This is an optimization exercise on Yosys and OpenROAD, whose aim is small area, a short achievable clock period and few clock cycles per item, not a production implementation. In this exercise RTL edits were held to simulation tests only and were not proved equivalent to the original. Power figures rest on the tool's default switching activity, not on a simulated workload.

[flow/config.mk]
export PLATFORM = sky130hd
export DESIGN_NAME = vvdiv
export DESIGN_NICKNAME = vvdiv
export VERILOG_FILES = /design/flow/design.v
export SDC_FILE = /design/flow/constraint.sdc
export NUM_CORES = 4
export LEC_CHECK = 0
export ABC_AREA = 1
export CAP_MARGIN = 20
export CORE_MARGIN = 2
export CORE_UTILIZATION = 40
export SETUP_SLACK_MARGIN = 5.0
export SLEW_MARGIN = 20
[flow/constraint.sdc]
create_clock -name core_clock -period 8.0 [get_ports {clock}]
set_input_delay 1.6000 -clock core_clock [delete_from_list [all_inputs] [get_ports {clock}]]
set_output_delay 1.6000 -clock core_clock [all_outputs]
set_load 0.01 [all_outputs]
[flow/design.v]
module vvdiv #(
    parameter int VECTOR_SIZE = 16,
    parameter int INT_SIZE    = 16
) (
    input  logic                                  clock,
    input  logic                                  resetn,
    input  logic                                  in_valid,
    output logic                                  in_ready,
    input  logic [VECTOR_SIZE-1:0][INT_SIZE-1:0]  a,
    input  logic [VECTOR_SIZE-1:0][INT_SIZE-1:0]  x,
    output logic                                  out_valid,
    input  logic                                  out_ready,
    output logic [VECTOR_SIZE-1:0][INT_SIZE-1:0]  q,
    output logic [VECTOR_SIZE-1:0][INT_SIZE-1:0]  r,
    output logic [VECTOR_SIZE-1:0]                dz
);
    localparam int ITERS      = 1;
    localparam int LOAD_ITERS = 3;
    localparam int STEPS      = (INT_SIZE - LOAD_ITERS) / ITERS;
    localparam int CW         = $clog2(STEPS + 1);
    logic          busy;
    logic [CW-1:0] cnt;
    logic [VECTOR_SIZE-1:0][INT_SIZE-1:0] xr, rm, qa;
    logic [VECTOR_SIZE-1:0] zr;
    logic idle;
    assign in_ready = idle;
    always_ff @(posedge clock or negedge resetn) begin
        if (!resetn) begin
            idle      <= 1'b1;
            busy      <= 1'b0;
            cnt       <= '0;
            out_valid <= 1'b0;
        end else if (busy) begin
            cnt <= cnt - 1'b1;
            if (cnt == CW'(1)) begin
                busy      <= 1'b0;
                out_valid <= 1'b1;
            end
        end else if (out_valid) begin
            if (out_ready) begin
                out_valid <= 1'b0;
                idle      <= 1'b1;
            end
        end else if (in_valid) begin
            idle <= 1'b0;
            busy <= 1'b1;
            cnt  <= CW'(STEPS);
        end
    end
    task automatic step(input logic [INT_SIZE-1:0] rv, input logic b,
                        input logic [INT_SIZE-1:0] xv,
                        output logic ge, output logic [INT_SIZE-1:0] rn);
        logic [INT_SIZE-1:0] t, g, p, c;
        t = {rv[INT_SIZE-2:0], b};
        g = t & ~xv;
        p = t | ~xv;
        g[0] = t[0] | ~xv[0];
        for (int l = 0; (1 << l) < INT_SIZE; l++) begin
            for (int j = 0; j < INT_SIZE; j++) begin
                if ((j >> l) & 1) begin
                    g[j] = g[j] | (p[j] & g[((j >> l) << l) - 1]);
                    p[j] = p[j] & p[((j >> l) << l) - 1];
                end
            end
        end
        c  = {g[INT_SIZE-2:0], 1'b1};
        ge = rv[INT_SIZE-1] | g[INT_SIZE-1];
        rn = ge ? (t ^ ~xv ^ c) : t;
    endtask
    for (genvar i = 0; i < VECTOR_SIZE; i++) begin : g_lane
        logic [INT_SIZE-1:0] rem_ld, qa_ld, rem_it, qa_it;
        always_comb begin
            logic [LOAD_ITERS-1:0] top, xs, qs, rs;
            top = a[i][INT_SIZE-1 -: LOAD_ITERS];
            xs  = x[i][LOAD_ITERS-1:0];
            qs  = xs == '0 ? '1 : top / xs;
            rs  = xs == '0 ? top : top % xs;
            if ((x[i] >> LOAD_ITERS) != '0) begin
                qs = '0;
                rs = top;
            end
            rem_ld = INT_SIZE'(rs);
            qa_ld  = {a[i][INT_SIZE-LOAD_ITERS-1:0], qs};
            rem_it = rm[i];
            qa_it  = qa[i];
            for (int k = 0; k < ITERS; k++) begin
                logic ge;
                step(rem_it, qa_it[INT_SIZE-1], xr[i], ge, rem_it);
                qa_it = {qa_it[INT_SIZE-2:0], ge};
            end
        end
        always_ff @(posedge clock) begin
            if (busy) begin
                rm[i] <= rem_it;
                qa[i] <= qa_it;
            end else if (idle) begin
                xr[i] <= x[i];
                zr[i] <= x[i] == '0;
                rm[i] <= rem_ld;
                qa[i] <= qa_ld;
            end
        end
        assign q[i]  = qa[i];
        assign r[i]  = rm[i];
        assign dz[i] = zr[i];
    end
endmodule
[flow/flow/run.sh]
#!/bin/bash
# The standard layout, with plain buffers on the ports instead of the delay
# buffers buffer_ports picks by default. Every port still gets its own buffer.
set -euo pipefail
export BUFFER_PORTS_ARGS="-buffer_cell sky130_fd_sc_hd__buf_1"
bash standard.sh > standard.log 2>&1
[flow/standard.sh]
#!/bin/bash
# synth_recipe.tcl (not shown) runs the flow's synth.tcl, then flattens the netlist and writes it again
# the make line also repeats each setting of config.mk as NAME=value (left out here)
make -C /OpenROAD-flow-scripts/flow DESIGN_CONFIG=/design/flow/config.mk WORK_HOME=/design/flow/orfs CLKGATE_MAP_FILE= SYNTH_SCRIPT=/design/flow/synth_recipe.tcl "${@:-finish}"
==> flow_summary.json, run 1 <==
{
  "status": "timing/DRC/antenna clean",
  "critical-path-top-delay-family": "simple AND/OR/NAND/NOR gates",
  "p_leak_nw": 34.62,
  "hold_path_startpoint": "cnt[1]",
  "synth_most_common_cell": "sky130_fd_sc_hd__nand2_1",
  "routedLengthMet1_mm": 73.70,
  "route.final.wire_length_mm": 186.0,
  "report.power.total_mw": 28.19,
  "core-area_sq_mm": 0.1356,
  "firstDrtPassIters": 6,
  "cts_made_buffers": 96,
  "power.ir.vdd_worst_uv": 263.3,
  "finalCriticalPeriod_ns": 3.531,
  "timing_worst_setup_path_type": "in -> reg",
  "unrepaired_setup_endpoints_after_global_routing": "yes",
  "fp.dieH_um": 373.7,
  "area_growth_syn_to_layout_pct": 30.38,
  "netlist-cell-type-count": 37,
  "globalRoute.totalOverflow": 0,
  "hold_ws_ns": 0.4917,
  "worst-endpoint-required_ns": 8.44,
  "net_count_final": 9164,
  "wl_met3_mm": 11.20,
  "synthCells": 6579,
  "drtIter0Drc": 3470,
  "cts.root.buffer_cell": "sky130_fd_sc_hd__clkbuf_16",
  "tns_ns": 0,
  "fin_crit_share": 0.4413,
  "critPathMaxFanout": 4,
  "die_area_sq_mm": 0.1397,
  "synth_area_leaders": "sky130_fd_sc_hd__edfxtp_1 43%, sky130_fd_sc_hd__nand2_1 13%, sky130_fd_sc_hd__ha_1 13%",
  "tritoncts": "yes",
  "grt_pass1_vias": 46687,
  "yosysWarningCount": 1,
  "clock_path_buffers": 3,
  "power_per_cell_area_mw_per_mm2": 395.4,
  "highest_metal_layer_with_signal_wires": "met5",
  "synth_largest_type_area_fraction": 0.4306,
  "crit_path_launch_type": "input port",
  "asyncSetResetFlopFracSynth": 0.008850,
  "route.detailed.drc": 0,
  "netlist.top_cell.by_area": "sky130_fd_sc_hd__edfxtp_1",
  "crit_chain": "buf_8 -> inv_6 -> ha_4 -> o21ai_4 -> nand2_2 -> o21ai_4 -> ha_4 -> nand3_2 -> nand3_2 -> nand2_2 -> inv_2 -> nand3_2 -> nand2_2 -> ha_4 -> a21oi_4 -> nand3_4 -> inv_4 -> nand3_2 -> nand2_1 -> nand2_1 -> nand2_1 -> nand2_1",
  "finalHoldViolations": 0,
  "num-fill-cells": 12412,
  "setup-violations-final": 0,
  "clk_latency_ns": 0.71,
  "cts.htree.levels": 3,
  "antenna_violations_before_repair": 34,
  "syn_area_sq_mm": 0.05468,
  "cap_viol_max_count": 0,
  "slew_viol_final": 0,
  "detailroute.wirelength.met2_mm": 89.16,
  "peak_freq_mhz": 283.2,
  "global_route_wire_length_before_repair_mm": 271.2,
  "clock_sinks": 791,
  "placement.io_buffers": 1045,
  "critical_path_buf_inv_count": 4,
  "final_layout_size_suffix_gt1_frac": 0.1871,
  "grt_util_all_layers": 0.2500,
  "vias_per_cell": 4.953,
  "yosys-top-cells-count": "1949 x sky130_fd_sc_hd__nand2_1, 1151 x sky130_fd_sc_hd__inv_1, 784 x sky130_fd_sc_hd__edfxtp_1",
  "synthesis.area_per_instance_sq_um": 8.311,
  "worst_path_max_delay_cell": "sky130_fd_sc_hd__ha_4",
  "synth_ff_type": "sky130_fd_sc_hd__edfxtp_1",
  "final_worst_clock_skew_ns": 0.03309,
  "timing.rr.end": "rm[1]",
  "critical_path_depth": 22,
  "clk_pin_slew_ns": 0.06,
  "worst_hold_path.endpoint": "cnt[1]",
  "place.gp.congestion": 0.9946,
  "number_of_synthesized_flops_with_an_enable_pin": 784,
  "cp_data_arrival_time_ns": 3.97,
  "tightestPinTransition_ns": 1.047,
  "floorplan.rows": 135,
  "postSynthNetCount": 7737,
  "min-delay-path-class": "reg -> reg",
  "post-dp-hpwl_mm": 132.1,
  "detail_route.wl_per_cell_um": 18.80,
  "vias_after_detailed_routing": 49007,
  "pin_count": 1046,
  "ant_nets": 0,
  "slew-limit-headroom": 0.3018,
  "width_of_the_chip_um": 373.7,
  "reg2reg_slack_ns": 5.06,
  "crit_path_end_kind": "flip-flop",
  "synth_seq_cells": 791,
  "r2r-start": "xr[0]",
  "ys_seq_area_frac": 0.4338,
  "largest_net_degree_at_the_start_of_global_routing": 153,
  "hold-path-cell-count": 2,
  "floorplan.initialDensity": 0.4031,
  "cell_count_of_the_worst_reg_to_reg_path": 12,
  "critical-path-max-stage-delay_ns": 0.28
}
[worst min-delay path, cell delays in order, from the launching register on]
cell	delay, ns
sky130_fd_sc_hd__dfrtp_1	0.34
sky130_fd_sc_hd__nand2_1	0.05
sky130_fd_sc_hd__o21ai_0	0.06
[where the power goes]
part	internal, mW	total (mW)	switching, mW
combinational	5.37	15.2	9.81
sequential	7.26	8.53	1.28
clock	2.58	4.48	1.90
total	15.2	28.2	13.0
[logic make-up after synthesis]
kind of cell,after synthesis,share of synthesized area
AOI/OAI and AO/OA,469,0.04950
xor gates and xnor gates,94,0.01506
adders and majority gates,642,0.1579
buffers and inverters,1343,0.09682
DFF,791,0.4338
and+or+nand+nor,3240,0.2469
[flip-flops by register name, indices dropped and copies added, names as in the netlist]
signal,flops
qa,256
rm,256
xr,256
zr,16
cnt,4
busy,1
idle,1
out_valid,1
[per-layer routing]
layer / track usage / vias to the layer above
met2: 0.4214 / 1614
met3: 0.04745 / 468
met5: 0 / -
li1: - / 23742
met1: 0.2991 / 23173
met4: 0.1417 / 10
[worst max path at each step]
stage | end | from | slack, ns
floorplan | xr[0] | busy | 2.80
global placement | rm[226] | x[224] | 3.15
detailed placement | rm[226] | x[224] | 3.15
CTS | rm[145] | x[144] | 4.57
global route | rm[146] | x[144] | 4.36
finish | rm[146] | x[144] | 4.47
[layout make-up]
cell class                 instances  area (sq um)  area share
timing repair buffer            1444          8265      0.1159
multi-input combinational       4450         29140      0.4088
inverter                        1223          4716     0.06615
antenna                           30         75.07    0.001053
tap                             1781          2228     0.03126
sequential                       791         23720      0.3328
clock buffer                     119          2540     0.03563
clock inverter                    56         599.3    0.008407
[per-stage QoR]
| stage | instance area (sq um) | cells | setup slack [ns] | util |
|---|---|---|---|---|
| after floorplan | 54720 | 6579 | 2.800 | - |
| after global placement | 60370 | 9303 | 3.152 | 0.4451 |
| after detailed placement | 60370 | 9303 | 3.150 | 0.4451 |
| after CTS | 68560 | 9735 | 4.569 | 0.5055 |
| after global routing | 71270 | 9887 | 4.358 | 0.5255 |
| final | 71290 | 9894 | 4.469 | 0.5256 |
[cell usage in the layout (no fill, tap or decap), types with 20 or more instances in the layout]
master	netlist	layout
sky130_fd_sc_hd__nand2_1	1949	1831
sky130_fd_sc_hd__inv_1	1151	1091
sky130_fd_sc_hd__buf_1	9	813
sky130_fd_sc_hd__edfxtp_1	784	784
sky130_fd_sc_hd__nor2_1	642	601
sky130_fd_sc_hd__ha_1	562	498
sky130_fd_sc_hd__buf_4	4	312
sky130_fd_sc_hd__nand3_1	370	269
sky130_fd_sc_hd__a21oi_1	223	179
sky130_fd_sc_hd__nand2_2	64	128
sky130_fd_sc_hd__buf_6	30	127
sky130_fd_sc_hd__buf_2	10	127
sky130_fd_sc_hd__o21ai_1	85	104
sky130_fd_sc_hd__clkbuf_16	0	98
sky130_fd_sc_hd__inv_2	72	96
sky130_fd_sc_hd__nand4_1	78	78
sky130_fd_sc_hd__nand3_4	16	68
sky130_fd_sc_hd__nand2_4	10	64
sky130_fd_sc_hd__ha_4	0	64
sky130_fd_sc_hd__fa_1	80	63
sky130_fd_sc_hd__a21oi_4	16	60
sky130_fd_sc_hd__nand3_2	1	54
sky130_fd_sc_hd__xor2_1	51	51
sky130_fd_sc_hd__o21ai_0	91	50
sky130_fd_sc_hd__nor3_1	48	48
sky130_fd_sc_hd__a21oi_2	35	35
sky130_fd_sc_hd__buf_8	0	35
sky130_fd_sc_hd__nor2_4	0	34
sky130_fd_sc_hd__diode_2	0	30
sky130_fd_sc_hd__inv_4	0	23
sky130_fd_sc_hd__xnor2_2	0	21
sky130_fd_sc_hd__clkbuf_2	0	21
sky130_fd_sc_hd__xnor2_1	43	20
[timing repair]
item,4_1_cts,5_1_grt
resized for setup,894,417
cloned,2,4
endpoints found under the setup margin,609,198
pin swaps,375,329
buffers inserted,255,125
hold buffers,0,0
Testbench counts, summed over its fixed seeds: cycles 3,840, items 256.
==> run 2: changes to the inputs <==
==> flow/flow/run.sh (replaced) <==
#!/bin/bash
# The standard layout, with plain buffers on the ports instead of the delay
# buffers buffer_ports picks by default. Every port still gets its own buffer.
set -euo pipefail
export ADDER_MAP_FILE=
export BUFFER_PORTS_ARGS="-buffer_cell sky130_fd_sc_hd__buf_1"
bash standard.sh > standard.log 2>&1
==> run 2 against run 1 <==
Sequential power down 1%; cell count down 13%; power is 11% lower; still clean; flip-flop and latch count did not move; first-iteration DRC count increased by 3.4%; worst hold slack worse by 0.014 ns; routed wire length decreased by 11%; largest power group unchanged; largest cell class is now sequential cells.
==> flow_summary.json, run 2 <==
{
  "floorplan.rows": 126,
  "clk_pin_slew_ns": 0.06,
  "antenna_violations_before_repair": 43,
  "tightestPinTransition_ns": 1.211,
  "syn_area_sq_mm": 0.04730,
  "tns_ns": 0,
  "slew-limit-headroom": 0.1925,
  "final_cell_mix": "1909 x sky130_fd_sc_hd__nand2_1, 923 x sky130_fd_sc_hd__buf_1, 784 x sky130_fd_sc_hd__inv_1, 784 x sky130_fd_sc_hd__edfxtp_1, 661 x sky130_fd_sc_hd__nor2_1",
  "vias_after_detailed_routing": 43973,
  "yosysWarningCount": 1,
  "critical_path_buf_inv_count": 1,
  "synthesis.area_per_instance_sq_um": 7.999,
  "floorplan.initialDensity": 0.4022,
  "clock_sinks": 791,
  "crit_path_end_kind": "primary output",
  "placed_cell_area_sq_mm": 0.05259,
  "final_layout_size_suffix_gt1_frac": 0.07740,
  "multi_input_comb_area_sq_mm": 0.01988,
  "fp.dieH_um": 347.9,
  "hold_ws_ns": 0.4782,
  "cap_viol_max_count": 0,
  "placement.io_buffers": 1045,
  "cts_hold_buf": 0,
  "global_route_wire_length_before_repair_mm": 241.9,
  "final_worst_clock_skew_ns": 0.02295,
  "area_growth_syn_to_layout_pct": 19.58,
  "critical-path-top-delay-family": "flip-flops",
  "synth_seq_cells": 791,
  "synth_ff_type": "sky130_fd_sc_hd__edfxtp_1",
  "num-fill-cells": 11634,
  "setup-violations-final": 0,
  "core-area_sq_mm": 0.1176,
  "min-delay-path-class": "reg -> reg",
  "timing_worst_setup_path_type": "reg -> out",
  "synth_area_leaders": "sky130_fd_sc_hd__edfxtp_1 50%, sky130_fd_sc_hd__nand2_1 15%, sky130_fd_sc_hd__inv_1 6.2%",
  "pin_count": 1046,
  "firstDrtPassIters": 5,
  "vias_per_cell": 5.096,
  "ant_nets": 0,
  "synthCells": 5913,
  "unrepaired_setup_endpoints_after_global_routing": "yes",
  "asyncSetResetFlopFracSynth": 0.008850,
  "cts_made_buffers": 96,
  "crit_path_launch_type": "flip-flop",
  "route.detailed.drc": 0,
  "worst_path_max_delay_cell": "sky130_fd_sc_hd__edfxtp_1",
  "p_leak_nw": 25.63,
  "largest_registers": "qa (256), rm (256), xr (256)",
  "postSynthNetCount": 6429,
  "finalCoreUtilization": 0.4809,
  "route.final.wire_length_mm": 166.5,
  "slew_viol_final": 0,
  "fin_crit_share": 0.3807,
  "cts.htree.levels": 3,
  "finalCriticalPeriod_ns": 3.045,
  "width_of_the_chip_um": 347.9,
  "globalRoute.totalOverflow": 0,
  "die_area_sq_mm": 0.1210,
  "clk_latency_ns": 0.70,
  "grt_pass1_vias": 40188,
  "synth_largest_type_area_fraction": 0.4977,
  "netlist.top_cell.by_area": "sky130_fd_sc_hd__edfxtp_1",
  "crit_chain": "buf_1",
  "numPlacedInstances": 8376,
  "report.power.total_mw": 25.14,
  "critPathMaxFanout": 2,
  "status": "timing/DRC/antenna clean",
  "final_design_area_no_fill_sq_mm": 0.05656,
  "worst-endpoint-required_ns": 6.40,
  "drtIter0Drc": 3587,
  "fin_cells": 8629,
  "postLayoutSetupSlackWorst_ns": 4.955,
  "post-dp-hpwl_mm": 125.5,
  "register_area_sq_mm": 0.02372,
  "tritoncts": "yes",
  "power.ir.vdd_worst_uv": 279.4,
  "net_count_final": 7497,
  "clock_path_buffers": 3,
  "ys_seq_area_frac": 0.5015,
  "synth_most_common_cell": "sky130_fd_sc_hd__nand2_1",
  "layout_commonest_cell": "sky130_fd_sc_hd__nand2_1",
  "placement.setup.worst_slack_ns": 4.301,
  "cp_data_arrival_time_ns": 1.45,
  "grt_util_all_layers": 0.2627,
  "largest_net_degree_at_the_start_of_global_routing": 178,
  "number_of_synthesized_flops_with_an_enable_pin": 784,
  "place.gp.congestion": 0.9501,
  "detail_route.wl_per_cell_um": 19.29,
  "cts.root.buffer_cell": "sky130_fd_sc_hd__clkbuf_16",
  "peak_freq_mhz": 328.4,
  "netlist-cell-type-count": 54,
  "critical-path-max-stage-delay_ns": 0.56,
  "finalHoldViolations": 0,
  "yosys-top-cells-count": "1910 x sky130_fd_sc_hd__nand2_1, 784 x sky130_fd_sc_hd__edfxtp_1, 784 x sky130_fd_sc_hd__inv_1",
  "power_per_cell_area_mw_per_mm2": 444.4
}
-- run 2: worst reg2reg max path, stage by stage (launching register included) --
cell and delay [ns]:
sky130_fd_sc_hd__dfstp_2 0.54, sky130_fd_sc_hd__inv_1 0.21, sky130_fd_sc_hd__nor2_4 0.16, sky130_fd_sc_hd__buf_4 0.72
sky130_fd_sc_hd__buf_12 0.51
-- run 2: final cells by class --
type / count / share of cell area
clock buffer: 109 / 0.04371
inverter: 803 / 0.05358
sequential: 791 / 0.4194
tap: 1536 / 0.03398
clock inverter: 62 / 0.01146
timing repair buffer: 1103 / 0.08474
multi-input combinational: 4186 / 0.3514
antenna: 39 / 0.001725
-- run 2: kinds of logic after synthesis --
kind of cell / after synthesis / share of synthesized area
xor+xnor: 153 / 0.02833
compound gates: 788 / 0.09814
buf+inv: 937 / 0.07991
flops: 791 / 0.5015
simple gates: 3244 / 0.2922
-- run 2: timing repair --
action                     4_1_cts  5_1_grt
resized for setup              164       23
setup buffers                   35        7
gates cloned                     1        0
pin swaps                        1        0
setup endpoints to repair      746      242
-- run 2: path summary, 6_finish.rpt --
| path | startpoint | to | slack (ns) | cells past startpoint |
|---|---|---|---|---|
| worst max-delay path | qa[130] | q[130] | 4.95 | 1 |
| worst min-delay path | cnt[3] | cnt[3] | 0.48 | 1 |
| worst max register to register | idle | xr[198] | 5.09 | 4 |
| worst min register to register | cnt[3] | cnt[3] | 0.48 | 1 |
| max in group asynchronous | resetn | busy | 6.75 | 1 |
| min in group asynchronous | resetn | busy | 0.86 | 1 |
-- run 2: power by group --
part,internal [mW],switching [mW]
sequential,7.16,1.27
combinational,3.96,8.27
clock,2.63,1.85
-- run 2: routing by layer --
layer | GRT usage | vias to the layer above | part of all wire | wire length, um
li1 | - | 21614 | - | -
met1 | 0.3252 | 20487 | 0.40 | 67190
met2 | 0.4302 | 1512 | 0.47 | 77970
met3 | 0.04910 | 354 | 0.067 | 11210
met4 | 0.1507 | 6 | 0.060 | 10050
met5 | 0 | - | 0.00025 | 41
==> run 3: changes to the inputs <==
--- a/flow/config.mk
+++ b/flow/config.mk
@@ -8,6 +8,6 @@
 export ABC_AREA = 1
 export CAP_MARGIN = 20
 export CORE_MARGIN = 2
-export CORE_UTILIZATION = 40
+export CORE_UTILIZATION = 46
 export SETUP_SLACK_MARGIN = 5.0
 export SLEW_MARGIN = 20
==> run 3 against run 2 <==
Highest routed layer unchanged; worst hold slack better by 0.0018 ns; non-clock buffer count decreased by 12; synthesized area is the same; sequential share of layout area increased by 0.22 points; cell count fell by 2.1%; synthesized cell count unchanged; largest cell class unchanged; count of clock-buffer cells in the layout down 3; critical path type unchanged; clock skew increased by 0.0052 ns; sequential power up 0.5%; register-to-register slack lost 0.08 ns.
==> flow_summary.json, run 3 <==
{
  "status": "timing/DRC/antenna clean",
  "power_frac_seq": 0.335,
  "fin_crit_share": 0.3757,
  "postSynthNetCount": 6429,
  "r2r-start": "busy",
  "clock_path_buffers": 3,
  "number_of_synthesized_flops_with_an_enable_pin": 784,
  "post-dp-hpwl_mm": 136.0,
  "area_growth_syn_to_layout_pct": 18.95,
  "power_per_cell_area_mw_per_mm2": 449.5,
  "layout_commonest_cell": "sky130_fd_sc_hd__nand2_1",
  "power.net_switching_mw": 11.54,
  "finalCriticalPeriod_ns": 3.006,
  "power.switching_fraction": 0.4563,
  "largest_net_degree_at_the_start_of_global_routing": 191,
  "vias_per_cell": 5.275,
  "route.final.wire_length_mm": 176.4,
  "slew_viol_final": 0,
  "crit_path_launch_type": "flip-flop",
  "place.gp.congestion": 0.9501,
  "numPlacedInstances": 8208,
  "setup-violations-final": 0,
  "crit_chain": "buf_6",
  "cts_hold_buf": 0,
  "unrepaired_setup_endpoints_after_global_routing": "yes",
  "critical-path-top-delay-family": "flip-flops",
  "asyncSetResetFlopFracSynth": 0.008850,
  "timing_worst_setup_path_type": "reg -> out",
  "ys_seq_area_frac": 0.5015,
  "peak_freq_mhz": 332.7,
  "cp-startpoint": "qa[226]",
  "placement.io_buffers": 1045,
  "clock_sinks": 791,
  "fp.dieH_um": 324.7,
  "crit_path_end_kind": "primary output",
  "yosys-top-cells-count": "1910 x sky130_fd_sc_hd__nand2_1, 784 x sky130_fd_sc_hd__edfxtp_1, 784 x sky130_fd_sc_hd__inv_1",
  "synth_area_leaders": "sky130_fd_sc_hd__edfxtp_1 50%, sky130_fd_sc_hd__nand2_1 15%, sky130_fd_sc_hd__inv_1 6.2%",
  "power.share.clock": 0.180,
  "clk_pin_slew_ns": 0.06,
  "p_comb_frac": 0.485,
  "slew-limit-headroom": 0.1408,
  "firstDrtPassIters": 5,
  "cp_data_arrival_time_ns": 1.41,
  "antenna_violations_before_repair": 47,
  "largest_registers": "qa (256), rm (256), xr (256)",
  "grt_pass1_vias": 40582,
  "globalRoute.totalOverflow": 0,
  "core-area_sq_mm": 0.1019,
  "tns_ns": 0,
  "global_route_wire_length_before_repair_mm": 256.4,
  "width_of_the_chip_um": 324.7,
  "vias_after_detailed_routing": 44541,
  "synth_ff_type": "sky130_fd_sc_hd__edfxtp_1",
  "drtIter0Drc": 3926,
  "floorplan.initialDensity": 0.4642,
  "tritoncts": "yes",
  "synthesis.area_per_instance_sq_um": 7.999,
  "synth_most_common_cell": "sky130_fd_sc_hd__nand2_1",
  "cts.htree.levels": 3,
  "critPathMaxFanout": 2,
  "net_count_final": 7481,
  "yosysWarningCount": 1,
  "route.detailed.drc": 0,
  "syn_area_sq_mm": 0.04730,
  "netlist.top_cell.by_area": "sky130_fd_sc_hd__edfxtp_1",
  "die_area_sq_mm": 0.1054,
  "cts.root.buffer_cell": "sky130_fd_sc_hd__clkbuf_16",
  "worst_path_max_delay_cell": "sky130_fd_sc_hd__edfxtp_1",
  "detail_route.wl_per_cell_um": 20.89,
  "cap_viol_max_count": 0,
  "num-fill-cells": 9715,
  "critical_path_buf_inv_count": 1,
  "critical-path-max-stage-delay_ns": 0.53,
  "hold_path_startpoint": "cnt[3]",
  "final_cell_mix": "1909 x sky130_fd_sc_hd__nand2_1, 953 x sky130_fd_sc_hd__buf_1, 784 x sky130_fd_sc_hd__inv_1, 784 x sky130_fd_sc_hd__edfxtp_1, 661 x sky130_fd_sc_hd__nor2_1",
  "pin_count": 1046,
  "floorplan.rows": 117,
  "synth_seq_cells": 791,
  "grt_util_all_layers": 0.3229,
  "ant_nets": 0,
  "worst-endpoint-required_ns": 6.40,
  "cts_made_buffers": 92,
  "netlist-cell-type-count": 54,
  "fin_cells": 8444,
  "synth_largest_type_area_fraction": 0.4977,
  "tightestPinTransition_ns": 1.289,
  "finalHoldViolations": 0,
  "power.ir.vdd_worst_uv": 249.0,
  "final_worst_clock_skew_ns": 0.02817,
  "min-delay-path-class": "reg -> reg",
  "synthCells": 5913,
  "clk_latency_ns": 0.68,
  "final_layout_size_suffix_gt1_frac": 0.07072,
  "internal-power_mw": 13.75,
  "p_leak_nw": 25.47
}
==> run 3: changes by cell type in the layout (fill, tap and decap cells not counted), moves of 8 or more <==
cell                       before  now
sky130_fd_sc_hd__clkinv_2      25   14
sky130_fd_sc_hd__clkbuf_2      11    3
sky130_fd_sc_hd__buf_1        923  953
sky130_fd_sc_hd__buf_2         88   76
sky130_fd_sc_hd__buf_4         44   28
==> run 3: power by group through the flow <==
stage                     Sequential (mW)  Combinational [mW]  Clock, mW
after global placement               8.65                11.6          0
after detailed placement             8.64                11.8          0
after floorplan                      8.88                7.68          0
after global routing                 8.62                13.7       4.76
after CTS                            8.44                12.2       4.61
final                                8.47                12.3       4.55
==> run 3: logic make-up (layout without fill, tap and decap cells) <==
family	count (synthesis)	in the layout	synth area share
AO/OA/AOI/OAI	788	788	0.09814
XOR/XNOR	153	153	0.02833
buffers and inverters	937	2065	0.07991
flip-flops	791	791	0.5015
other	0	34	0
AND/OR/NAND/NOR	3244	3245	0.2922
==> run 3: cell type report <==
class	instances	area [sq um]	area share
flip-flops and latches	791	23720	0.4217
multi-input cells	4186	19880	0.3533
repair buffers	1091	4643	0.08253
inverters	803	3030	0.05386
clock buffers	106	2397	0.04261
well taps	1368	1712	0.03042
clock inverters	65	794.5	0.01412
diodes	34	85.08	0.001512
==> run 3: worst paths after layout <==
path / to / slack [ns] / cells past startpoint
min: cnt[3] / 0.48 / 1
min in group asynchronous: cnt[0] / 0.84 / 1
max reg2reg: qa[98] / 5.01 / 5
min reg2reg: cnt[3] / 0.48 / 1
max in group asynchronous: busy / 6.82 / 1
max: q[226] / 4.99 / 1
==> run 3: routing by layer <==
metal	global-route usage	wire [um]	vias to the layer above
li1	-	-	21561
met1	0.4045	70480	20849
met2	0.5118	79850	1695
met3	0.06485	13460	424
met4	0.2049	12520	12
met5	0	70	-
==> run 3: metrics by stage <==
step,util,total power [mW],setup slack [ns],area (sq um),hold slack [ns]
floorplan,-,16.56,2.790,47340,0.4402
global placement,0.5140,20.23,4.086,52370,0.4579
detailed placement,0.5140,20.41,4.043,52370,0.4689
CTS,0.5504,25.27,4.941,56080,0.4765
global route,0.5520,27.04,4.950,56240,0.4845
finish,0.5522,25.29,4.994,56260,0.4799
==> run 3: timing repair <==
action,in CTS,in global routing
gates resized for setup,115,20
endpoints found under the hold margin,0,0
setup buffers,29,1
cloned,1,0
endpoints found under the setup margin,690,91
pin swaps,1,0
==> run 4: changes to the inputs <==
--- a/flow/config.mk
+++ b/flow/config.mk
@@ -8,6 +8,6 @@
 export ABC_AREA = 1
 export CAP_MARGIN = 20
 export CORE_MARGIN = 2
-export CORE_UTILIZATION = 46
+export CORE_UTILIZATION = 55
 export SETUP_SLACK_MARGIN = 5.0
 export SLEW_MARGIN = 20
==> run 4 against run 3 <==
Global-route usage up 8.6 points; worst hold slack improved by 0.0097 ns; combinational power hardly changed; cell count fell by 2.4%; non-clock buffer count increased by 2; cell area is 0.77% lower; flip-flop and latch count is the same; register-to-register slack improved by 0.14 ns; synthesized area is the same; sequential share of layout area up 0.33 points; clock power fell by 6.8%; critical path type unchanged; critical endpoint is now q[175]; highest routed layer unchanged.
==> flow_summary.json, run 4 <==
{
  "slew-limit-headroom": 0.2899,
  "synthesis.area_per_instance_sq_um": 7.999,
  "synthCells": 5913,
  "die_area_sq_mm": 0.08836,
  "firstDrtPassIters": 8,
  "width_of_the_chip_um": 297.3,
  "power_per_cell_area_mw_per_mm2": 454.3,
  "crit_path_launch_type": "flip-flop",
  "power.ir.vdd_worst_uv": 286.9,
  "cp_data_arrival_time_ns": 1.48,
  "number_of_synthesized_flops_with_an_enable_pin": 784,
  "critical_path_buf_inv_count": 1,
  "p_leak_nw": 25.44,
  "setup-violations-final": 0,
  "final_cell_mix": "1909 x sky130_fd_sc_hd__nand2_1, 926 x sky130_fd_sc_hd__buf_1, 784 x sky130_fd_sc_hd__inv_1, 784 x sky130_fd_sc_hd__edfxtp_1, 659 x sky130_fd_sc_hd__nor2_1",
  "crit_path_end_kind": "primary output",
  "peak_freq_mhz": 325.0,
  "worst_path_max_delay_cell": "sky130_fd_sc_hd__edfxtp_1",
  "timing_worst_setup_path_type": "reg -> out",
  "syn_area_sq_mm": 0.04730,
  "cell_count_of_the_worst_reg_to_reg_path": 4,
  "postLayoutSetupSlackWorst_ns": 4.923,
  "synth_largest_type_area_fraction": 0.4977,
  "tns_ns": 0,
  "tritoncts": "yes",
  "critical_path_depth": 1,
  "synth_area_leaders": "sky130_fd_sc_hd__edfxtp_1 50%, sky130_fd_sc_hd__nand2_1 15%, sky130_fd_sc_hd__inv_1 6.2%",
  "cap_viol_max_count": 0,
  "globalRoute.totalOverflow": 0,
  "place.gp.congestion": 1.019,
  "post-dp-hpwl_mm": 146.1,
  "grt_pass1_vias": 40982,
  "p_comb_frac": 0.499,
  "slew_viol_final": 0,
  "synth_most_common_cell": "sky130_fd_sc_hd__nand2_1",
  "global_route_wire_length_before_repair_mm": 265.8,
  "largest_net_degree_at_the_start_of_global_routing": 181,
  "pin_count": 1046,
  "clock_sinks": 791,
  "cts_made_buffers": 90,
  "power_frac_seq": 0.334,
  "power.share.clock": 0.167,
  "vias_per_cell": 5.592,
  "final_worst_clock_skew_ns": 0.01979,
  "report.power.total_mw": 25.36,
  "clk_pin_slew_ns": 0.06,
  "antenna_violations_before_repair": 83,
  "yosys-top-cells-count": "1910 x sky130_fd_sc_hd__nand2_1, 784 x sky130_fd_sc_hd__edfxtp_1, 784 x sky130_fd_sc_hd__inv_1",
  "fin_crit_share": 0.3846,
  "critical-path-top-delay-family": "flip-flops",
  "power.switching_fraction": 0.4698,
  "finalCriticalPeriod_ns": 3.077,
  "route.detailed.drc": 0,
  "floorplan.initialDensity": 0.5555,
  "asyncSetResetFlopFracSynth": 0.008850,
  "critPathMaxFanout": 2,
  "internal-power_mw": 13.45,
  "final_layout_size_suffix_gt1_frac": 0.07457,
  "cts.htree.levels": 3,
  "postSynthNetCount": 6429,
  "detail_route.wl_per_cell_um": 22.80,
  "netlist.top_cell.by_area": "sky130_fd_sc_hd__edfxtp_1",
  "clock_path_buffers": 3,
  "route.final.wire_length_mm": 187.9,
  "largest_registers": "qa (256), rm (256), xr (256)",
  "finalHoldViolations": 0,
  "yosysWarningCount": 1,
  "floorplan.rows": 107,
  "min-delay-path-class": "reg -> reg",
  "cts.root.buffer_cell": "sky130_fd_sc_hd__clkbuf_16",
  "ys_seq_area_frac": 0.5015,
  "area_growth_syn_to_layout_pct": 18.03,
  "ant_nets": 0,
  "net_count_final": 7480,
  "grt_util_all_layers": 0.4087,
  "core-area_sq_mm": 0.08515,
  "crit_chain": "clkbuf_2",
  "hold-path-cell-count": 1,
  "power.net_switching_mw": 11.91,
  "placement.setup.worst_slack_ns": 4.255,
  "synth_ff_type": "sky130_fd_sc_hd__edfxtp_1",
  "placement.io_buffers": 1045,
  "layout_commonest_cell": "sky130_fd_sc_hd__nand2_1",
  "fp.dieH_um": 297.3,
  "tightestPinTransition_ns": 1.065,
  "synth_seq_cells": 791,
  "cts_hold_buf": 0,
  "status": "timing/DRC/antenna clean",
  "unrepaired_setup_endpoints_after_global_routing": "yes",
  "critical-path-max-stage-delay_ns": 0.57,
  "vias_after_detailed_routing": 46098,
  "clk_latency_ns": 0.68,
  "worst-endpoint-required_ns": 6.40,
  "netlist-cell-type-count": 54,
  "drtIter0Drc": 5035
}
-- run 4: timing repair --
item                                    in CTS  in global routing
resized for setup                          136                 27
endpoints found under the setup margin     232                 54
cloned                                       0                  1
buffers inserted                            26                  2
-- run 4: layout make-up --
class / count / area [sq um]
fill: 7507 / 29320
sequential: 791 / 23720
multi-input combinational: 4185 / 19860
timing repair buffer: 1093 / 4687
inverter: 803 / 3022
clock buffer: 109 / 2345
tap: 1144 / 1431
clock inverter: 59 / 611.8
antenna: 59 / 147.6
-- run 4: worst reg2reg max path, stage by stage (launching register included) --
cell and delay, ns:
sky130_fd_sc_hd__dfrtp_4 0.53, sky130_fd_sc_hd__inv_8 0.43, sky130_fd_sc_hd__nand2_8 0.65, sky130_fd_sc_hd__buf_4 0.66, sky130_fd_sc_hd__buf_16 0.28
-- run 4: kinds of logic after synthesis --
group / share of synthesized area
flops: 0.5015
compound gates: 0.09814
simple gates: 0.2922
buf+inv: 0.07991
xor+xnor: 0.02833
-- run 4: power groups by stage --
stage | Sequential (mW) | Clock (mW) | Combinational [mW]
after floorplan | 8.88 | 0 | 7.68
after global placement | 8.59 | 0 | 11.7
after detailed placement | 8.60 | 0 | 12.0
after CTS | 8.42 | 4.26 | 12.4
after global routing | 8.60 | 4.40 | 13.9
final | 8.48 | 4.24 | 12.6
-- run 4: final timing paths --
check / start / endpoint / slack, ns
worst max-delay path: qa[175] / q[175] / 4.92
max in group asynchronous: resetn / busy / 6.65
worst min register to register: cnt[3] / cnt[3] / 0.49
worst min-delay path: cnt[3] / cnt[3] / 0.49
worst max register to register: busy / qa[172] / 5.15
min in group asynchronous: resetn / out_valid / 0.91
-- run 4: through the flow --
step	cells	util	hold WS [ns]	cell area, sq um
CTS	8180	0.6522	0.4838	55530
global route	8208	0.6546	0.4962	55740
floorplan	5913	-	0.4402	47340
global placement	7986	0.6118	0.4566	52100
detailed placement	7986	0.6118	0.4782	52100
finish	8243	0.6557	0.4896	55830
-- run 4: layer usage --
layer | GRT usage | vias to the layer above | share of wire
li1 | - | 21602 | -
met1 | 0.5143 | 21500 | 0.37
met2 | 0.6065 | 2388 | 0.43
met3 | 0.1315 | 564 | 0.13
met4 | 0.2667 | 44 | 0.078
met5 | 0 | - | 0.0015
==> run 5: changes to the inputs <==
--- a/flow/config.mk
+++ b/flow/config.mk
@@ -8,6 +8,6 @@
 export ABC_AREA = 1
 export CAP_MARGIN = 20
 export CORE_MARGIN = 2
-export CORE_UTILIZATION = 55
+export CORE_UTILIZATION = 50
 export SETUP_SLACK_MARGIN = 5.0
 export SLEW_MARGIN = 20
==> run 5 against run 4 <==
Cell area about the same; core utilization down 5.8 points; worst hold slack worse by 0.012 ns; power down 1.8%; sequential share of layout area about the same; clock power down 4%; global-route usage down 4.8 points; maximum frequency up 2.2%; synthesized area unchanged; still clean on timing, DRC and antenna; via count down 2.0%.
==> flow_summary.json, run 5 <==
{
  "finalCoreUtilization": 0.5974,
  "worst-endpoint-required_ns": 6.40,
  "grt_util_all_layers": 0.3607,
  "crit_path_end_kind": "primary output",
  "tightestPinTransition_ns": 0.9332,
  "largest_net_degree_at_the_start_of_global_routing": 132,
  "clock_path_buffers": 3,
  "route.detailed.drc": 0,
  "crit_path_launch_type": "flip-flop",
  "placed_cell_area_sq_mm": 0.05222,
  "timing.rr.end": "rm[174]",
  "clock_sinks": 791,
  "power_per_cell_area_mw_per_mm2": 446.1,
  "slew-limit-headroom": 0.3778,
  "syn_area_sq_mm": 0.04730,
  "global_route_wire_length_before_repair_mm": 260.3,
  "postSynthNetCount": 6429,
  "cts.htree.levels": 3,
  "asyncSetResetFlopFracSynth": 0.008850,
  "power.ir.vdd_worst_uv": 237.5,
  "critical-path-top-delay-family": "flip-flops",
  "power.switching_fraction": 0.4648,
  "fp.dieH_um": 311.6,
  "critical-path-max-stage-delay_ns": 0.53,
  "critical_path_buf_inv_count": 1,
  "vias_per_cell": 5.412,
  "place.gp.congestion": 1.115,
  "placement.setup.worst_slack_ns": 4.283,
  "final_worst_clock_skew_ns": 0.02142,
  "setup-violations-final": 0,
  "status": "timing/DRC/antenna clean",
  "die_area_sq_mm": 0.09708,
  "slew_viol_final": 0,
  "numPlacedInstances": 8093,
  "fin_crit_share": 0.3764,
  "synth_seq_cells": 791,
  "yosysWarningCount": 1,
  "floorplan.initialDensity": 0.5061,
  "cts_made_buffers": 91,
  "r2r-start": "qa[175]",
  "drtIter0Drc": 4293,
  "timing_worst_setup_path_type": "reg -> out",
  "fin_cells": 8346,
  "clk_latency_ns": 0.70,
  "detail_route.wl_per_cell_um": 21.74,
  "finalCriticalPeriod_ns": 3.012,
  "num-fill-cells": 8825,
  "width_of_the_chip_um": 311.6,
  "area_growth_syn_to_layout_pct": 18.05,
  "min-delay-path-class": "reg -> reg",
  "cap_viol_max_count": 0,
  "report.power.total_mw": 24.91,
  "reg2reg_slack_ns": 5.14,
  "critPathMaxFanout": 2,
  "postLayoutSetupSlackWorst_ns": 4.988,
  "largest_registers": "qa (256), rm (256), xr (256)",
  "final_layout_size_suffix_gt1_frac": 0.07531,
  "hold_path_startpoint": "cnt[3]",
  "net_count_final": 7478,
  "post-dp-hpwl_mm": 139.2,
  "p_leak_nw": 25.45,
  "globalRoute.totalOverflow": 0,
  "final_design_area_no_fill_sq_mm": 0.05584,
  "power_frac_seq": 0.338,
  "tritoncts": "yes",
  "unrepaired_setup_endpoints_after_global_routing": "yes",
  "peak_freq_mhz": 332.1,
  "synth_most_common_cell": "sky130_fd_sc_hd__nand2_1",
  "synthCells": 5913,
  "p_comb_frac": 0.498,
  "power.share.clock": 0.164,
  "ys_seq_area_frac": 0.5015,
  "pin_count": 1046,
  "netlist-cell-type-count": 54,
  "synth_largest_type_area_fraction": 0.4977,
  "worst_path_max_delay_cell": "sky130_fd_sc_hd__edfxtp_1",
  "clk_pin_slew_ns": 0.06,
  "netlist.top_cell.by_area": "sky130_fd_sc_hd__edfxtp_1",
  "tns_ns": 0,
  "vias_after_detailed_routing": 45169,
  "finalHoldViolations": 0,
  "hold_ws_ns": 0.4772,
  "cp-startpoint": "qa[94]",
  "yosys-top-cells-count": "1910 x sky130_fd_sc_hd__nand2_1, 784 x sky130_fd_sc_hd__edfxtp_1, 784 x sky130_fd_sc_hd__inv_1",
  "synth_ff_type": "sky130_fd_sc_hd__edfxtp_1",
  "synthesis.area_per_instance_sq_um": 7.999,
  "crit_chain": "buf_1",
  "cp_data_arrival_time_ns": 1.41,
  "firstDrtPassIters": 6,
  "hold-path-cell-count": 1,
  "number_of_synthesized_flops_with_an_enable_pin": 784,
  "cts.root.buffer_cell": "sky130_fd_sc_hd__clkbuf_16",
  "route.final.wire_length_mm": 181.5,
  "antenna_violations_before_repair": 67,
  "power.net_switching_mw": 11.58,
  "final_cell_mix": "1909 x sky130_fd_sc_hd__nand2_1, 908 x sky130_fd_sc_hd__buf_1, 784 x sky130_fd_sc_hd__inv_1, 784 x sky130_fd_sc_hd__edfxtp_1, 661 x sky130_fd_sc_hd__nor2_1",
  "core-area_sq_mm": 0.09347,
  "placement.io_buffers": 1045,
  "internal-power_mw": 13.33,
  "layout_commonest_cell": "sky130_fd_sc_hd__nand2_1",
  "ant_nets": 0,
  "cell_count_of_the_worst_reg_to_reg_path": 15,
  "worst_hold_path.endpoint": "cnt[3]",
  "floorplan.rows": 112,
  "grt_pass1_vias": 40368,
  "synth_area_leaders": "sky130_fd_sc_hd__edfxtp_1 50%, sky130_fd_sc_hd__nand2_1 15%, sky130_fd_sc_hd__inv_1 6.2%"
}
## run 5: cell types whose count changed in the layout (fill, tap and decap cells not counted), sizes merged
cell / before / now
clkinv: 40 / 52
clkbuf: 124 / 117
diode: 59 / 54
bufinv: 8 / 5
clkinvlp: 5 / 2
inv: 809 / 806
bufbuf: 0 / 1
nand2: 1961 / 1962
## run 5: worst reg2reg max path, stage by stage (launching register included)
cell and delay, ns:
sky130_fd_sc_hd__edfxtp_1 0.52, sky130_fd_sc_hd__buf_4 0.21, sky130_fd_sc_hd__inv_1 0.07, sky130_fd_sc_hd__nand2_1 0.08
sky130_fd_sc_hd__nand2_1 0.12, sky130_fd_sc_hd__nand2_4 0.07, sky130_fd_sc_hd__nand3_2 0.07, sky130_fd_sc_hd__nand2_2 0.09
sky130_fd_sc_hd__nand3_2 0.11, sky130_fd_sc_hd__nand2_4 0.09, sky130_fd_sc_hd__nand3_2 0.08, sky130_fd_sc_hd__nand3b_2 0.53
sky130_fd_sc_hd__inv_2 0.37, sky130_fd_sc_hd__nand2_1 0.08, sky130_fd_sc_hd__nand2_1 0.08, sky130_fd_sc_hd__nor2_1 0.04
## run 5: worst max-delay path by stage
stage / cells after the start / slack, ns / to
6_report: 1 / 4.99 / q[94]
5_1_grt: 2 / 4.96 / q[210]
4_1_cts: 1 / 4.96 / q[94]
3_5_place_dp: 5 / 4.28 / qa[130]
3_3_place_gp: 6 / 4.30 / rm[66]
2_1_floorplan: 4 / 2.79 / xr[0]
## run 5: cell type report
class | instances | area, sq um | area share
clock buffers | 107 | 2337 | 0.04186
well taps | 1254 | 1569 | 0.02810
multi-input cells | 4186 | 19860 | 0.3557
repair buffers | 1089 | 4696 | 0.08410
clock inverters | 62 | 484.2 | 0.008672
flip-flops and latches | 791 | 23720 | 0.4249
diodes | 54 | 135.1 | 0.002420
inverters | 803 | 3030 | 0.05427
## run 5: cells by family (layout without fill, tap and decap cells)
logic type	count (synthesis)	count (layout)	synth area share
flip-flops	791	791	0.5015
buffers and inverters	937	2061	0.07991
other	0	54	0
AND/OR/NAND/NOR	3244	3245	0.2922
XOR/XNOR	153	153	0.02833
AO/OA/AOI/OAI	788	788	0.09814
## run 5: power groups by stage
stage / combinational (mW) / sequential, mW / clock [mW]
2_1_floorplan: 7.68 / 8.88 / 0
3_3_place_gp: 11.6 / 8.57 / 0
3_5_place_dp: 11.8 / 8.57 / 0
4_1_cts: 12.3 / 8.40 / 4.12
5_1_grt: 13.7 / 8.57 / 4.27
6_report: 12.4 / 8.42 / 4.09
## run 5: timing repair
item / 4_1_cts / 5_1_grt
endpoints found under the setup margin: 747 / 235
pin swaps: 1 / 0
cloned: 2 / 0
hold buffers: 0 / 0
setup buffers: 24 / 4
gates resized for setup: 156 / 25
## run 5: metal layers
metal,global-route usage,share of wire,wire length (um),up-vias
met5,0.01482,0.0021,374,-
met3,0.1003,0.10,18110,487
li1,-,-,-,21595
met2,0.5592,0.44,80410,2004
met4,0.2073,0.071,12820,28
met1,0.4524,0.38,69760,21055
==> run 6: changes to the inputs <==
--- a/flow/config.mk
+++ b/flow/config.mk
@@ -9,5 +9,5 @@
 export CAP_MARGIN = 20
 export CORE_MARGIN = 2
 export CORE_UTILIZATION = 50
-export SETUP_SLACK_MARGIN = 5.0
+export SETUP_SLACK_MARGIN = 4.85
 export SLEW_MARGIN = 20
==> run 6 against run 5 <==
Combinational power about the same; sequential power grew 1%; count of clock-buffer cells in the layout unchanged; register-to-register slack lost 0.10 ns; critical endpoint is now q[223].
==> flow_summary.json, run 6 <==
{
  "yosysWarningCount": 1,
  "global_route_wire_length_before_repair_mm": 259.6,
  "asyncSetResetFlopFracSynth": 0.008850,
  "synth_most_common_cell": "sky130_fd_sc_hd__nand2_1",
  "detail_route.wl_per_cell_um": 21.74,
  "floorplan.rows": 112,
  "power.ir.vdd_worst_uv": 231.0,
  "power.net_switching_mw": 11.55,
  "clock_sinks": 791,
  "cap_viol_max_count": 0,
  "cell_count_of_the_worst_reg_to_reg_path": 6,
  "min-delay-path-class": "reg -> reg",
  "crit_path_launch_type": "flip-flop",
  "final_worst_clock_skew_ns": 0.02194,
  "final_layout_size_suffix_gt1_frac": 0.05402,
  "synthCells": 5913,
  "synth_top_family_by_area": "simple AND/OR/NAND/NOR gates",
  "width_of_the_chip_um": 311.6,
  "timing_worst_setup_path_type": "reg -> out",
  "antenna_violations_before_repair": 62,
  "synth_compound_gate_area_share": 0.09814,
  "number_of_synthesized_flops_with_an_enable_pin": 784,
  "synth.area.mux_share": 0,
  "power.share.clock": 0.166,
  "synth_area_leaders": "sky130_fd_sc_hd__edfxtp_1 50%, sky130_fd_sc_hd__nand2_1 15%, sky130_fd_sc_hd__inv_1 6.2%",
  "final_design_area_no_fill_sq_mm": 0.05536,
  "placed_cell_area_sq_mm": 0.05222,
  "globalRoute.totalOverflow": 0,
  "synthesis.area_per_instance_sq_um": 7.999,
  "cts_made_buffers": 91,
  "finalHoldViolations": 0,
  "tightestPinTransition_ns": 0.9811,
  "p_leak_nw": 24.90,
  "pin_count": 1046,
  "critical-path-max-stage-delay_ns": 0.64,
  "finalCoreUtilization": 0.5922,
  "largest_registers": "qa (256), rm (256), xr (256)",
  "tns_ns": 0,
  "vias_per_cell": 5.411,
  "power_frac_seq": 0.345,
  "hold_ws_ns": 0.4767,
  "hold_path_startpoint": "cnt[3]",
  "clk_latency_ns": 0.70,
  "final_cell_mix": "1909 x sky130_fd_sc_hd__nand2_1, 1037 x sky130_fd_sc_hd__buf_1, 784 x sky130_fd_sc_hd__inv_1, 784 x sky130_fd_sc_hd__edfxtp_1, 661 x sky130_fd_sc_hd__nor2_1",
  "route.final.wire_length_mm": 181.0,
  "netlist.top_cell.by_area": "sky130_fd_sc_hd__edfxtp_1",
  "clk_pin_slew_ns": 0.06,
  "synth_seq_cells": 791,
  "power.switching_fraction": 0.4681,
  "yosys-top-cells-count": "1910 x sky130_fd_sc_hd__nand2_1, 784 x sky130_fd_sc_hd__edfxtp_1, 784 x sky130_fd_sc_hd__inv_1",
  "synth_largest_type_area_fraction": 0.4977,
  "vias_after_detailed_routing": 45038,
  "synth-adder-area-share": 0,
  "fin_crit_share": 0.3913,
  "grt_pass1_vias": 40242,
  "tritoncts": "yes",
  "die_area_sq_mm": 0.09708,
  "postSynthNetCount": 6429,
  "slew-limit-headroom": 0.3459,
  "route.detailed.drc": 0,
  "p_comb_frac": 0.489,
  "area_growth_syn_to_layout_pct": 17.03,
  "grt_util_all_layers": 0.3600,
  "crit_chain": "buf_1",
  "power_per_cell_area_mw_per_mm2": 445.6,
  "synth_ff_type": "sky130_fd_sc_hd__edfxtp_1",
  "clock_path_buffers": 3,
  "ys_seq_area_frac": 0.5015,
  "core-area_sq_mm": 0.09347,
  "worst_path_max_delay_cell": "sky130_fd_sc_hd__edfxtp_1",
  "place.gp.congestion": 1.115,
  "floorplan.initialDensity": 0.5061,
  "hold-path-cell-count": 1,
  "ant_nets": 0,
  "cp_data_arrival_time_ns": 1.53,
  "num-fill-cells": 8851,
  "syn_area_sq_mm": 0.04730,
  "cts_hold_buf": 0,
  "netlist-cell-type-count": 54,
  "cts.htree.levels": 3,
  "net_count_final": 7456,
  "status": "timing/DRC/antenna clean",
  "peak_freq_mhz": 319.4,
  "slew_viol_final": 0,
  "placement.io_buffers": 1045,
  "layout_commonest_cell": "sky130_fd_sc_hd__nand2_1",
  "firstDrtPassIters": 6,
  "worst_hold_path.endpoint": "cnt[3]",
  "setup-violations-final": 0,
  "critPathMaxFanout": 3,
  "drtIter0Drc": 4266,
  "critical_path_buf_inv_count": 1,
  "cts.root.buffer_cell": "sky130_fd_sc_hd__clkbuf_16",
  "timing.rr.end": "rm[66]",
  "unrepaired_setup_endpoints_after_global_routing": "no",
  "fp.dieH_um": 311.6,
  "finalCriticalPeriod_ns": 3.130,
  "worst-endpoint-required_ns": 6.40,
  "reg2reg_slack_ns": 5.04,
  "post-dp-hpwl_mm": 139.2,
  "post_synth_xor_area_fraction": 0.02833,
  "post_synth_and_or_nand_nor_area_fraction": 0.2922,
  "crit_path_end_kind": "primary output",
  "largest_net_degree_at_the_start_of_global_routing": 132,
  "internal-power_mw": 13.12,
  "critical-path-top-delay-family": "flip-flops",
  "r2r-start": "busy"
}
[run 6: worst max path at each step]
stage,start,to,depth (start not counted)
3_5_place_dp,busy,qa[130],5
3_3_place_gp,busy,rm[66],6
6_report,qa[223],q[223],1
2_1_floorplan,busy,xr[0],4
4_1_cts,rm[29],r[29],1
5_1_grt,qa[223],q[223],1
[run 6: routing by layer]
layer | GRT usage | vias to the layer above | wire length, um
li1 | - | 21551 | -
met1 | 0.4520 | 21053 | 70380
met2 | 0.5591 | 1946 | 80610
met3 | 0.1005 | 460 | 17720
met4 | 0.2062 | 28 | 12070
met5 | 0 | - | 190
[run 6: power by group through the flow]
stage	clock, mW	combinational, mW	sequential [mW]
4_1_cts	4.12	12.0	8.48
3_3_place_gp	0	11.6	8.57
3_5_place_dp	0	11.8	8.57
5_1_grt	4.27	13.4	8.66
2_1_floorplan	0	7.68	8.88
6_report	4.09	12.1	8.51
[run 6: cells by family (layout without fill, tap and decap cells)]
logic type | Yosys count | after routing
compound gates | 788 | 788
xor+xnor | 153 | 153
buf+inv | 937 | 2039
flops | 791 | 791
other cells | 0 | 53
simple gates | 3244 | 3245
[run 6: area by class of cell]
| class | count | area (sq um) | area share |
|---|---|---|---|
| Sequential cell | 791 | 23720 | 0.4285 |
| Inverter | 803 | 3027 | 0.05468 |
| Multi-Input combinational cell | 4186 | 19840 | 0.3583 |
| Clock inverter | 62 | 484.2 | 0.008747 |
| Tap cell | 1254 | 1569 | 0.02834 |
| Antenna cell | 53 | 132.6 | 0.002396 |
| Timing Repair Buffer | 1067 | 4248 | 0.07674 |
| Clock buffer | 107 | 2337 | 0.04222 |
[run 6: what timing repair did]
action,CTS,global route
endpoints found under the setup margin,564,8
pin swaps,1,0
gates resized for setup,14,4
buffers inserted,5,1
gates cloned,2,0
[run 6: metrics by stage]
step / total power, mW / cells / worst slack, ns
2_1_floorplan: 16.56 / 5913 / 2.790
3_3_place_gp: 20.19 / 8093 / 4.302
3_5_place_dp: 20.37 / 8093 / 4.283
4_1_cts: 24.60 / 8269 / 4.860
5_1_grt: 26.33 / 8290 / 4.864
6_report: 24.67 / 8323 / 4.870
==> run 7: changes to the inputs <==
--- a/flow/config.mk
+++ b/flow/config.mk
@@ -9,5 +9,5 @@
 export CAP_MARGIN = 20
 export CORE_MARGIN = 2
 export CORE_UTILIZATION = 50
-export SETUP_SLACK_MARGIN = 4.85
+export SETUP_SLACK_MARGIN = 4.7
 export SLEW_MARGIN = 20
==> run 7 against run 6 <==
Still clean; via count about the same; maximum frequency fell by 4.3%; combinational power is essentially flat; core utilization shrank 0.12 points; count of clock-buffer cells in the layout is the same; routed wire length is essentially flat; worst hold slack lost 0.00058 ns; synthesized cell count unchanged; first-iteration DRC count rose by 0.14%; power is 0.27% lower; non-clock buffer count fell by 6; flip-flop and latch count unchanged; critical path type unchanged; critical endpoint is now q[127]; largest cell class unchanged.
==> flow_summary.json, run 7 <==
{
  "vias_per_cell": 5.414,
  "layout_commonest_cell": "sky130_fd_sc_hd__nand2_1",
  "peak_freq_mhz": 305.7,
  "die_area_sq_mm": 0.09708,
  "clk_pin_slew_ns": 0.06,
  "grt_pass1_vias": 40211,
  "synth_top_family_by_area": "simple AND/OR/NAND/NOR gates",
  "ys_seq_area_frac": 0.5015,
  "synth_most_common_cell": "sky130_fd_sc_hd__nand2_1",
  "yosysWarningCount": 1,
  "critical-path-top-delay-family": "flip-flops",
  "critPathMaxFanout": 3,
  "post_synth_and_or_nand_nor_area_fraction": 0.2922,
  "synth.area.mux_share": 0,
  "cts.htree.levels": 3,
  "area_growth_syn_to_layout_pct": 16.80,
  "finalHoldViolations": 0,
  "vias_after_detailed_routing": 45030,
  "detail_route.wl_per_cell_um": 21.75,
  "synthesis.area_per_instance_sq_um": 7.999,
  "syn_area_sq_mm": 0.04730,
  "synth_largest_type_area_fraction": 0.4977,
  "floorplan.initialDensity": 0.5061,
  "tritoncts": "yes",
  "synth_compound_gate_area_share": 0.09814,
  "fp.dieH_um": 311.6,
  "place.gp.congestion": 1.115,
  "cts_hold_buf": 0,
  "grt_util_all_layers": 0.3600,
  "route.detailed.drc": 0,
  "floorplan.rows": 112,
  "post_cts_setup_buffers": 0,
  "asyncSetResetFlopFracSynth": 0.008850,
  "largest_net_degree_at_the_start_of_global_routing": 132,
  "num-fill-cells": 8872,
  "net_count_final": 7450,
  "width_of_the_chip_um": 311.6,
  "crit_path_end_kind": "primary output",
  "synth_area_leaders": "sky130_fd_sc_hd__edfxtp_1 50%, sky130_fd_sc_hd__nand2_1 15%, sky130_fd_sc_hd__inv_1 6.2%",
  "final_layout_size_suffix_gt1_frac": 0.05207,
  "clk_latency_ns": 0.70,
  "firstDrtPassIters": 6,
  "cts_made_buffers": 91,
  "slew-limit-headroom": 0.3559,
  "ant_nets": 0,
  "tns_ns": 0,
  "global_route_wire_length_before_repair_mm": 259.7,
  "cp-startpoint": "qa[127]",
  "power_per_cell_area_mw_per_mm2": 445.3,
  "largest_registers": "qa (256), rm (256), xr (256)",
  "netlist.top_cell.by_area": "sky130_fd_sc_hd__edfxtp_1",
  "post-dp-hpwl_mm": 139.2,
  "synthCells": 5913,
  "worst-endpoint-required_ns": 6.40,
  "timing_worst_setup_path_type": "reg -> out",
  "final_worst_clock_skew_ns": 0.02514,
  "pin_count": 1046,
  "critical_path_buf_inv_count": 1,
  "clock_path_buffers": 3,
  "power.ir.vdd_worst_uv": 229.2,
  "route.final.wire_length_mm": 180.9,
  "min-delay-path-class": "reg -> reg",
  "worst_path_max_delay_cell": "sky130_fd_sc_hd__edfxtp_1",
  "postSynthNetCount": 6429,
  "hold_path_startpoint": "cnt[3]",
  "placement.io_buffers": 1045,
  "register_area_sq_mm": 0.02372,
  "cap_viol_max_count": 0,
  "synth_seq_cells": 791,
  "status": "timing/DRC/antenna clean",
  "cp_data_arrival_time_ns": 1.67,
  "fin_crit_share": 0.4088,
  "synth-adder-area-share": 0,
  "critical-path-max-stage-delay_ns": 0.67,
  "unrepaired_setup_endpoints_after_global_routing": "yes",
  "crit_chain": "buf_1",
  "setup-violations-final": 0,
  "final_cell_mix": "1909 x sky130_fd_sc_hd__nand2_1, 1045 x sky130_fd_sc_hd__buf_1, 784 x sky130_fd_sc_hd__inv_1, 784 x sky130_fd_sc_hd__edfxtp_1, 661 x sky130_fd_sc_hd__nor2_1",
  "crit_path_launch_type": "flip-flop",
  "tightestPinTransition_ns": 0.9661,
  "number_of_synthesized_flops_with_an_enable_pin": 784,
  "globalRoute.totalOverflow": 0,
  "drtIter0Drc": 4272,
  "p_leak_nw": 24.83,
  "core-area_sq_mm": 0.09347,
  "yosys-top-cells-count": "1910 x sky130_fd_sc_hd__nand2_1, 784 x sky130_fd_sc_hd__edfxtp_1, 784 x sky130_fd_sc_hd__inv_1",
  "clock_sinks": 791,
  "netlist-cell-type-count": 54,
  "post_synth_xor_area_fraction": 0.02833,
  "finalCoreUtilization": 0.5911,
  "antenna_violations_before_repair": 62,
  "finalCriticalPeriod_ns": 3.271,
  "cts.root.buffer_cell": "sky130_fd_sc_hd__clkbuf_16",
  "synth_ff_type": "sky130_fd_sc_hd__edfxtp_1",
  "r2r-start": "busy",
  "multi_input_comb_area_sq_mm": 0.01984,
  "slew_viol_final": 0
}
run 7: layout make-up:
class	count	area share
repair buffers	1061	0.07501
well taps	1254	0.02840
flip-flops and latches	791	0.4294
multi-input cells	4186	0.3590
clock buffers	107	0.04230
diodes	53	0.002401
clock inverters	62	0.008764
inverters	803	0.05469
run 7: where the power goes:
group	switching, mW	internal [mW]
clock network	1.83	2.26
registers	1.40	7.16
logic	8.30	3.66
total	11.5	13.1
run 7: final timing paths:
kind	endpoint	slack [ns]	cells past startpoint
setup / recovery	q[127]	4.73	1
hold / removal	cnt[3]	0.48	1
hold reg to reg	cnt[3]	0.48	1
min in group asynchronous	cnt[1]	0.81	1
max in group asynchronous	busy	6.86	1
setup reg to reg	rm[66]	4.89	6
run 7: what timing repair did:
item | CTS | global route
cloned | 2 | 0
setup endpoints to repair | 300 | 2
hold endpoints to repair | 0 | 0
gates resized for setup | 5 | 0
pin swaps | 1 | 0
run 7: through the flow:
step	hold WS, ns	power, mW	area [sq um]	instances	worst slack (ns)
2_1_floorplan	0.4402	16.56	47340	5913	2.790
3_3_place_gp	0.4607	20.19	52220	8093	4.302
3_5_place_dp	0.4685	20.37	52220	8093	4.283
4_1_cts	0.4792	24.56	55110	8264	4.720
5_1_grt	0.5047	26.28	55170	8286	4.663
6_report	0.4762	24.60	55250	8317	4.729
run 7: cells by family (layout without fill, tap and decap cells):
| group | after synthesis | after routing |
|---|---|---|
| simple gates | 3244 | 3245 |
| xor+xnor | 153 | 153 |
| flops | 791 | 791 |
| other cells | 0 | 53 |
| buf+inv | 937 | 2033 |
| compound gates | 788 | 788 |
run 7: metal layers:
| layer | part of all wire | vias up | track usage |
|---|---|---|---|
| met4 | 0.067 | 24 | 0.2132 |
| met1 | 0.39 | 21076 | 0.4509 |
| met3 | 0.10 | 454 | 0.1023 |
| li1 | - | 21538 | - |
| met5 | 0.00095 | - | 0 |
| met2 | 0.45 | 1938 | 0.5557 |
==> run 8: changes to the inputs <==
--- a/flow/config.mk
+++ b/flow/config.mk
@@ -9,5 +9,7 @@
 export CAP_MARGIN = 20
 export CORE_MARGIN = 2
 export CORE_UTILIZATION = 50
-export SETUP_SLACK_MARGIN = 4.7
+export CTS_CLUSTER_DIAMETER = 100
+export CTS_CLUSTER_SIZE = 30
+export SETUP_SLACK_MARGIN = 5.0
 export SLEW_MARGIN = 20
==> run 8 against run 7 <==
Still clean; clock skew rose by 0.0095 ns; count of clock-buffer cells in the layout decreased by 67; synthesized cell count did not move; worst hold slack improved by 0.011 ns; cell area decreased by 2.3%; critical path depth is the same; clock power fell by 39%; first-iteration DRC count is 3.0% higher; maximum frequency up 9.3%; register-to-register slack better by 0.25 ns; cell count fell by 1.1%; highest routed layer unchanged.
==> flow_summary.json, run 8 <==
{
  "placement.io_buffers": 1045,
  "floorplan.initialDensity": 0.5061,
  "post-dp-hpwl_mm": 139.2,
  "global_route_wire_length_before_repair_mm": 256.4,
  "critPathMaxFanout": 3,
  "tns_ns": 0,
  "cts_hold_buf": 0,
  "ant_nets": 0,
  "clk_pin_slew_ns": 0.11,
  "floorplan.rows": 112,
  "slew_viol_final": 0,
  "synth_most_common_cell": "sky130_fd_sc_hd__nand2_1",
  "netlist-cell-type-count": 54,
  "yosysWarningCount": 1,
  "critical-path-max-stage-delay_ns": 0.42,
  "power.ir.vdd_worst_uv": 237.1,
  "crit_chain": "buf_1",
  "fin_cells": 8229,
  "detail_route.wl_per_cell_um": 21.80,
  "min-delay-path-class": "reg -> reg",
  "largest_registers": "qa (256), rm (256), xr (256)",
  "finalCriticalPeriod_ns": 2.993,
  "critical-path-top-delay-family": "flip-flops",
  "critical_path_buf_inv_count": 1,
  "crit_path_end_kind": "primary output",
  "cts.root.buffer_cell": "sky130_fd_sc_hd__clkbuf_16",
  "finalHoldViolations": 0,
  "cp_data_arrival_time_ns": 1.39,
  "clock_sinks": 791,
  "core-area_sq_mm": 0.09347,
  "number_of_synthesized_flops_with_an_enable_pin": 784,
  "multi_input_comb_area_sq_mm": 0.01987,
  "drtIter0Drc": 4399,
  "die_area_sq_mm": 0.09708,
  "largest_net_degree_at_the_start_of_global_routing": 132,
  "status": "timing/DRC/antenna clean",
  "firstDrtPassIters": 6,
  "hold-path-cell-count": 1,
  "peak_freq_mhz": 334.1,
  "final_cell_mix": "1908 x sky130_fd_sc_hd__nand2_1, 996 x sky130_fd_sc_hd__buf_1, 784 x sky130_fd_sc_hd__inv_1, 784 x sky130_fd_sc_hd__edfxtp_1, 661 x sky130_fd_sc_hd__nor2_1",
  "cts.htree.levels": 2,
  "critical_path_depth": 1,
  "synth_largest_type_area_fraction": 0.4977,
  "netlist.top_cell.by_area": "sky130_fd_sc_hd__edfxtp_1",
  "worst_path_max_delay_cell": "sky130_fd_sc_hd__edfxtp_1",
  "pin_count": 1046,
  "synthesis.area_per_instance_sq_um": 7.999,
  "layout_commonest_cell": "sky130_fd_sc_hd__nand2_1",
  "setup-violations-final": 0
}
run 8: cell count changes in the layout (fill, tap and decap cells not counted), moves of 3 or more:
cell	before	now
sky130_fd_sc_hd__clkbuf_16	91	37
sky130_fd_sc_hd__inv_8	1	4
sky130_fd_sc_hd__buf_12	3	7
sky130_fd_sc_hd__buf_4	6	18
sky130_fd_sc_hd__buf_1	1045	996
sky130_fd_sc_hd__clkbuf_1	16	3
sky130_fd_sc_hd__clkbuf_2	0	10
sky130_fd_sc_hd__buf_6	5	9
sky130_fd_sc_hd__buf_2	0	36
sky130_fd_sc_hd__clkinv_2	23	3
sky130_fd_sc_hd__clkinv_1	27	3
run 8: report_power, final:
group	switching (mW)	internal, mW	total (mW)
Clock	1.46	1.02	2.48
Sequential	1.28	7.13	8.41
Combinational	8.43	3.79	12.2
run 8: area by class of cell:
type,count,area share
Antenna cell,54,0.002503
Clock buffer,40,0.01736
Clock inverter,21,0.005192
Inverter,803,0.05614
Multi-Input combinational cell,4186,0.3681
Sequential cell,791,0.4395
Tap cell,1254,0.02907
Timing Repair Buffer,1080,0.08215
run 8: per-stage QoR:
step                      hold WS, ns  power [mW]  worst slack (ns)  utilization  instance area [sq um]
after floorplan                0.4402       16.56             2.790            -                  47340
after global placement         0.4607       20.19             4.302       0.5587                  52220
after detailed placement       0.4685       20.37             4.283       0.5587                  52220
after CTS                      0.4860       23.01             5.001       0.5749                  53740
after global routing           0.5128       24.76             5.002       0.5766                  53900
final                          0.4876       23.12             5.007       0.5775                  53980
run 8: cell families (layout without fill, tap and decap cells):
logic type | after synthesis | count (layout) | synth area share
xor gates and xnor gates | 153 | 153 | 0.02833
buffers and inverters | 937 | 1944 | 0.07991
other | 0 | 54 | 0
and+or+nand+nor | 3244 | 3245 | 0.2922
AOI/OAI and AO/OA | 788 | 788 | 0.09814
DFF | 791 | 791 | 0.5015
run 8: timing repair:
item                                    in CTS  in global routing
endpoints found under the setup margin     657                332
buffers inserted                            16                  3
pin swaps                                    1                  0
gates cloned                                 2                  0
endpoints found under the hold margin        0                  0
gates resized for setup                     49                 22
run 8: path summary, 6_finish.rpt:
path / end / slack, ns / startpoint
min: cnt[3] / 0.49 / cnt[3]
min in group asynchronous: cnt[1] / 0.87 / resetn
max reg2reg: xr[107] / 5.14 / busy
max in group asynchronous: busy / 6.81 / resetn
max: r[87] / 5.01 / rm[87]
min reg2reg: cnt[3] / 0.49 / cnt[3]
run 8: routing by layer:
metal | part of all wire | global-route usage | routed length [um] | vias to the layer above
met4 | 0.067 | 0.1974 | 12070 | 28
li1 | - | - | - | 21406
met3 | 0.094 | 0.08472 | 16820 | 410
met1 | 0.39 | 0.4524 | 70500 | 20879
met5 | 0.00092 | 0 | 165 | -
met2 | 0.45 | 0.5542 | 79860 | 1954

Setup slack of run 8, layout unchanged: 5.007 ns with ideal ports, 4.932 ns with driving cells assumed (clock clkbuf_16, inputs buf_2), 4.458 ns with port delays also shifted by the 0.686 ns mid clock arrival.
